Context: an optimization exercise on an open-source flow, tuned for small area, a short achievable clock period and few clock cycles per item. The choices shown serve that exercise and are no tape-out recipe.
Where RTL was checked, it was by simulation tests only, not by an equivalence proof against the original.
Power and IR drop assume default switching activity.

trial 5:
==> flow/design.v (excerpt) <==
module text_line_statistics_top #(
   parameter int COUNT_BITS = tls_pkg::COUNT_BITS_DEFAULT
) (
   input  wire logic                           clock,
   input  wire logic                           reset,
   input  wire logic                           req_tvalid,
   output logic                                req_tready,
   input  wire logic [tls_pkg::BYTE_BITS-1:0]  req_tdata,   
   input  wire logic                           req_tuser,   
   output logic                                rsp_tvalid,
   input  wire logic                           rsp_tready,
   output logic [tls_pkg::RSP_BITS-1:0]        rsp_tdata
);
==> module tls_totals, before the edit <==
module tls_totals #(
   parameter int COUNT_BITS = tls_pkg::COUNT_BITS_DEFAULT
) (
   input  wire logic                    clock,
   input  wire logic                    reset,
   input  wire logic                    start,       
   output logic                         done,        
   input  wire logic [COUNT_BITS-1:0]   file_bytes,
   input  wire logic [COUNT_BITS-1:0]   file_lines,
   input  wire logic [COUNT_BITS-1:0]   file_empty,
   output logic [7*COUNT_BITS-1:0]      words
);
   localparam int H = COUNT_BITS / 2;
   localparam int N = 14;
   localparam logic [H-1:0] ALL_ONES = '1;
   logic [H-1:0]          c_ff [0:N-1];
   logic [6:0]            w_ff;        
   logic                  stale_ff;
   logic                  hi_ff, add_ff, max_ff, cin_ff;
   logic                  pick_b_ff, pick_ones_ff, fix_ff;
   logic                  add_lo_ff, min_lo_ff, max_lo_ff;    
   logic [H-1:0]          b_ff;        
   logic [H-1:0]          bh_ff;       
   logic                  run, lo_step, next_word;
   logic                  nw_add, nw_max;
   logic [COUNT_BITS-1:0] nw16;
   logic [H-1:0]          b_raw, b_lo, r, fix;
   logic [H-1:0]          sum;
   logic                  cy, c16, use_sum;
   logic [H-1:0]          r_other;
   assign run       = |w_ff;
   assign lo_step   = run && !hi_ff;
   assign next_word = start || (run && hi_ff);    
   assign done      = w_ff[6] && hi_ff;
   assign nw_add = start || w_ff[0] || w_ff[1];
   assign nw_max = w_ff[3] || w_ff[5];
   logic ld_b_ff, ld_l_ff, ld_e_ff, ld_inv_ff;
   always_ff @(posedge clock) begin
      if (reset || (run && hi_ff && (w_ff[5] || w_ff[6]))) begin
         {ld_b_ff, ld_l_ff, ld_e_ff, ld_inv_ff} <= 4'b1000;         
      end else if (start) begin
         {ld_b_ff, ld_l_ff, ld_e_ff, ld_inv_ff} <= 4'b0100;         
      end else if (run && hi_ff) begin
         ld_b_ff   <= w_ff[1] || w_ff[2];                            
         ld_l_ff   <= w_ff[3] || w_ff[4];                            
         ld_e_ff   <= w_ff[0];                                       
         ld_inv_ff <= !w_ff[0];                                      
      end
   end
   always_comb begin
      nw16 = ({COUNT_BITS{ld_b_ff}} & file_bytes) |
             ({COUNT_BITS{ld_l_ff}} & file_lines) |
             ({COUNT_BITS{ld_e_ff}} & file_empty);
      nw16 = nw16 ^ {COUNT_BITS{ld_inv_ff}};
   end
   function automatic logic [2*H-1:0] prefix(input logic [H-1:0] x, input logic [H-1:0] y);
      logic [H-1:0] g, p, gn, pn;
      g = x & y;
      p = x | y;
      for (int d = 1; d < H; d = d * 2) begin
         gn = g;
         pn = p;
         for (int i = d; i < H; i++) begin
            gn[i] = g[i] | (p[i] & g[i-d]);
            pn[i] = p[i] & p[i-d];
         end
         g = gn;
         p = pn;
      end
      prefix = {g, p};    
   endfunction
   logic [H-1:0] gl, pl, gh, ph, xl;
   assign {gl, pl} = prefix(c_ff[0], b_ff);
   assign {gh, ph} = prefix(c_ff[1], bh_ff);
   assign xl       = (c_ff[0] | b_ff) & ~(c_ff[0] & b_ff);
   always_comb begin
      sum[0] = xl[0] ^ cin_ff;
      for (int i = 1; i < H; i++) begin
         sum[i] = xl[i] ^ (gl[i-1] | (pl[i-1] & cin_ff));
      end
   end
   assign cy  = gl[H-1] | (pl[H-1] & cin_ff);
   assign c16 = (gh[H-1] | (ph[H-1] & gl[H-1])) | (ph[H-1] & pl[H-1] & cin_ff);
   always_ff @(posedge clock) begin
      if (reset) begin
         w_ff     <= '0;
         stale_ff <= 1'b1;
      end else begin
         if (start) begin
            w_ff <= 7'd1;
         end else if (run && hi_ff) begin
            w_ff <= {w_ff[5:0], 1'b0};
         end
         if (done) begin
            stale_ff <= 1'b0;
         end
      end
   end
   always_ff @(posedge clock) begin
      hi_ff <= lo_step;
      if (next_word) begin
         add_ff <= nw_add;
         max_ff <= nw_max;
         b_ff   <= nw16[H-1:0];
         bh_ff  <= nw16[COUNT_BITS-1:H];
      end else begin
         b_ff   <= bh_ff;
      end
      cin_ff       <= next_word ? !nw_add : cy;
      add_lo_ff    <= next_word && nw_add;
      min_lo_ff    <= next_word && !nw_add && !nw_max;
      max_lo_ff    <= next_word && nw_max;
      pick_b_ff    <= stale_ff || (min_lo_ff && c16) || (max_lo_ff && !c16);
      pick_ones_ff <= add_lo_ff && c16;
      fix_ff       <= !stale_ff && (((add_lo_ff || min_lo_ff) && c16) || (max_lo_ff && !c16));
   end
   assign b_raw = add_ff ? b_ff : ~b_ff;
   assign use_sum = add_ff && !pick_b_ff && !pick_ones_ff;
   always_comb begin
      if (pick_b_ff)         r_other = b_raw;
      else if (pick_ones_ff) r_other = ALL_ONES;
      else                   r_other = c_ff[0];
   end
   assign r = use_sum ? sum : r_other;
   always_comb begin
      if (w_ff[0] || w_ff[3] || w_ff[4])      b_lo = file_bytes[H-1:0];
      else if (w_ff[1] || w_ff[5] || w_ff[6]) b_lo = file_lines[H-1:0];
      else                                    b_lo = file_empty[H-1:0];
   end
   assign fix = fix_ff ? (add_ff ? ALL_ONES : b_lo) : c_ff[N-1];
   always_ff @(posedge clock) begin
      if (run) begin
         for (int i = 0; i < N - 2; i++) begin
            c_ff[i] <= c_ff[i+1];
         end
         c_ff[N-2] <= fix;
         c_ff[N-1] <= r;
      end
   end
   always_comb begin
      for (int i = 0; i < N; i++) begin
         words[i*H +: H] = c_ff[i];
      end
   end
endmodule
export LEC_CHECK = 0
export CAP_MARGIN = 20
export CORE_MARGIN = 2
export CORE_UTILIZATION = 55
export SETUP_SLACK_MARGIN = 1.45
export SLEW_MARGIN = 20
create_clock -name core_clock -period 3.5 [get_ports {clock}]
standard.sh (not shown) runs the stock make flow with config.mk's settings and CLKGATE_MAP_FILE= SYNTH_SCRIPT=/design/flow/synth_recipe.tcl, a recipe that flattens the netlist after the stock synthesis.
==> flow/flow/run.sh <==
#!/bin/bash
# Standard layout, with plain buf_1 cells as the port buffers and a clock tree of larger
# sink clusters without dummy loads.
set -euo pipefail
export BUFFER_PORTS_ARGS="-buffer_cell sky130_fd_sc_hd__buf_1"
export CTS_ARGS="-sink_clustering_enable -repair_clock_nets -dont_use_dummy_load -sink_clustering_size 24 -sink_clustering_max_diameter 80"
bash standard.sh > standard_flow.log 2>&1
Testbench counts of trial 5, summed over its fixed seeds: cycles 102,685, items 100,653.
Edits applied to the flow inputs when going from trial 5 to build 42:
--- a/flow/design.v
+++ b/flow/design.v
@@ -188,23 +188,25 @@
    localparam int H = COUNT_BITS / 2;
    localparam int N = 14;
    localparam logic [H-1:0] ALL_ONES = '1;
    logic [H-1:0]          c_ff [0:N-1];
    logic [6:0]            w_ff;        
    logic                  stale_ff;
-   logic                  hi_ff, add_ff, max_ff, cin_ff;
+   logic                  hi_ff, add_ff, max_ff;
+   logic [H-1:0]          sum_ff;      
+   logic                  cy_ff;       
+   logic                  c16_ff;      
    logic                  pick_b_ff, pick_ones_ff, fix_ff;
    logic                  add_lo_ff, min_lo_ff, max_lo_ff;    
    logic [H-1:0]          b_ff;        
    logic [H-1:0]          bh_ff;       
    logic                  run, lo_step, next_word;
    logic                  nw_add, nw_max;
    logic [COUNT_BITS-1:0] nw16;
    logic [H-1:0]          b_raw, b_lo, r, fix;
-   logic [H-1:0]          sum;
-   logic                  cy, c16, use_sum;
+   logic                  use_sum;
    logic [H-1:0]          r_other;
    assign run       = |w_ff;
    assign lo_step   = run && !hi_ff;
    assign next_word = start || (run && hi_ff);    
    assign done      = w_ff[6] && hi_ff;
    assign nw_add = start || w_ff[0] || w_ff[1];
@@ -241,24 +243,35 @@
          end
          g = gn;
          p = pn;
       end
       prefix = {g, p};    
    endfunction
+   logic [H-1:0] a_nx, ah_nx, b_nx, sum_nx;
+   logic         cin_nx, cy_nx, c16_nx;
    logic [H-1:0] gl, pl, gh, ph, xl;
-   assign {gl, pl} = prefix(c_ff[0], b_ff);
-   assign {gh, ph} = prefix(c_ff[1], bh_ff);
-   assign xl       = (c_ff[0] | b_ff) & ~(c_ff[0] & b_ff);
+   assign a_nx   = start ? c_ff[0] : c_ff[1];
+   assign ah_nx  = start ? c_ff[1] : c_ff[2];
+   assign b_nx   = next_word ? nw16[H-1:0] : bh_ff;
+   assign cin_nx = next_word ? !nw_add : cy_ff;
+   assign {gl, pl} = prefix(a_nx, b_nx);
+   assign {gh, ph} = prefix(ah_nx, nw16[COUNT_BITS-1:H]);
+   assign xl       = (a_nx | b_nx) & ~(a_nx & b_nx);
    always_comb begin
-      sum[0] = xl[0] ^ cin_ff;
+      sum_nx[0] = xl[0] ^ cin_nx;
       for (int i = 1; i < H; i++) begin
-         sum[i] = xl[i] ^ (gl[i-1] | (pl[i-1] & cin_ff));
+         sum_nx[i] = xl[i] ^ (gl[i-1] | (pl[i-1] & cin_nx));
       end
    end
-   assign cy  = gl[H-1] | (pl[H-1] & cin_ff);
-   assign c16 = (gh[H-1] | (ph[H-1] & gl[H-1])) | (ph[H-1] & pl[H-1] & cin_ff);
+   assign cy_nx  = gl[H-1] | (pl[H-1] & cin_nx);
+   assign c16_nx = (gh[H-1] | (ph[H-1] & gl[H-1])) | (ph[H-1] & pl[H-1] & cin_nx);
+   always_ff @(posedge clock) begin
+      sum_ff <= sum_nx;
+      cy_ff  <= cy_nx;
+      c16_ff <= c16_nx;
+   end
    always_ff @(posedge clock) begin
       if (reset) begin
          w_ff     <= '0;
          stale_ff <= 1'b1;
       end else begin
          if (start) begin
@@ -278,28 +291,27 @@
          max_ff <= nw_max;
          b_ff   <= nw16[H-1:0];
          bh_ff  <= nw16[COUNT_BITS-1:H];
       end else begin
          b_ff   <= bh_ff;
       end
-      cin_ff       <= next_word ? !nw_add : cy;
       add_lo_ff    <= next_word && nw_add;
       min_lo_ff    <= next_word && !nw_add && !nw_max;
       max_lo_ff    <= next_word && nw_max;
-      pick_b_ff    <= stale_ff || (min_lo_ff && c16) || (max_lo_ff && !c16);
-      pick_ones_ff <= add_lo_ff && c16;
-      fix_ff       <= !stale_ff && (((add_lo_ff || min_lo_ff) && c16) || (max_lo_ff && !c16));
+      pick_b_ff    <= stale_ff || (min_lo_ff && c16_ff) || (max_lo_ff && !c16_ff);
+      pick_ones_ff <= add_lo_ff && c16_ff;
+      fix_ff       <= !stale_ff && (((add_lo_ff || min_lo_ff) && c16_ff) || (max_lo_ff && !c16_ff));
    end
    assign b_raw = add_ff ? b_ff : ~b_ff;
    assign use_sum = add_ff && !pick_b_ff && !pick_ones_ff;
    always_comb begin
       if (pick_b_ff)         r_other = b_raw;
       else if (pick_ones_ff) r_other = ALL_ONES;
       else                   r_other = c_ff[0];
    end
-   assign r = use_sum ? sum : r_other;
+   assign r = use_sum ? sum_ff : r_other;
    always_comb begin
       if (w_ff[0] || w_ff[3] || w_ff[4])      b_lo = file_bytes[H-1:0];
       else if (w_ff[1] || w_ff[5] || w_ff[6]) b_lo = file_lines[H-1:0];
       else                                    b_lo = file_empty[H-1:0];
    end
    assign fix = fix_ff ? (add_ff ? ALL_ONES : b_lo) : c_ff[N-1];
Findings:
Build 42 went all the way through synthesis, placement and routing and the layout is clean on timing, DRC and antenna. Trial 5 vs build 42, critical path launch point: u_totals.c_ff[0][0]$_DFFE_PN_ vs u_totals.w_ff[3]$_SDFFE_PP0P_. Relative to trial 5, sequential share of layout area has gone down in build 42. On synthesis-to-finish area growth: between build 42 and trial 5, it ends up lower for trial 5. Going from trial 5 to build 42, synthesized area divided by synthesized cell count shrinks by about 2%. Comparing build 42 and trial 5, the lower routed length on met2 is on trial 5. Sort build 42 and trial 5 by delay of the slowest critical-path stage, ascending, and build 42 comes first. From trial 5 to build 42 the numbers moved as follows: combinational share of power up 1.1 points; layout filler cell count flat; count of standard-cell rows up about 2%; share of power burned in the clock network up 0.4 points.
The RTL of build 42 was laid out without a check of its function.

## what the ideal ports hide
The flow's constraints put no driver on any port. The routed layouts listed below were extracted and timed again, unchanged, in two steps. Step 1 sets driving cells, clkbuf_16 on the clock port and buf_2 on the other inputs (assumed; they add their load-dependent delay and slew). Step 2 times the ports against the registers' clock, not the clock port: input delays grow and output delays shrink by t, the midpoint of the rising clock arrivals with the driver on. Slacks: ideal / step 1 / step 2; pairs: ideal / step 1.
run | shift t [ns] | slack for setup (ns) | latest minus earliest clock arrival (ns) | cell pins on the clock port's net
trial 5 | 0.513 | 1.456 / 1.456 / 1.204 | 0.024 / 0.024 | 1
build 42 | 0.512 | 0.941 / 0.941 / 0.941 | 0.039 / 0.039 | 1
After both steps setup and hold are still met in every run listed. For trial 5, which loses most, drivers alone change the setup slack by 0.000 ns; drivers and shift together by -0.252 ns.
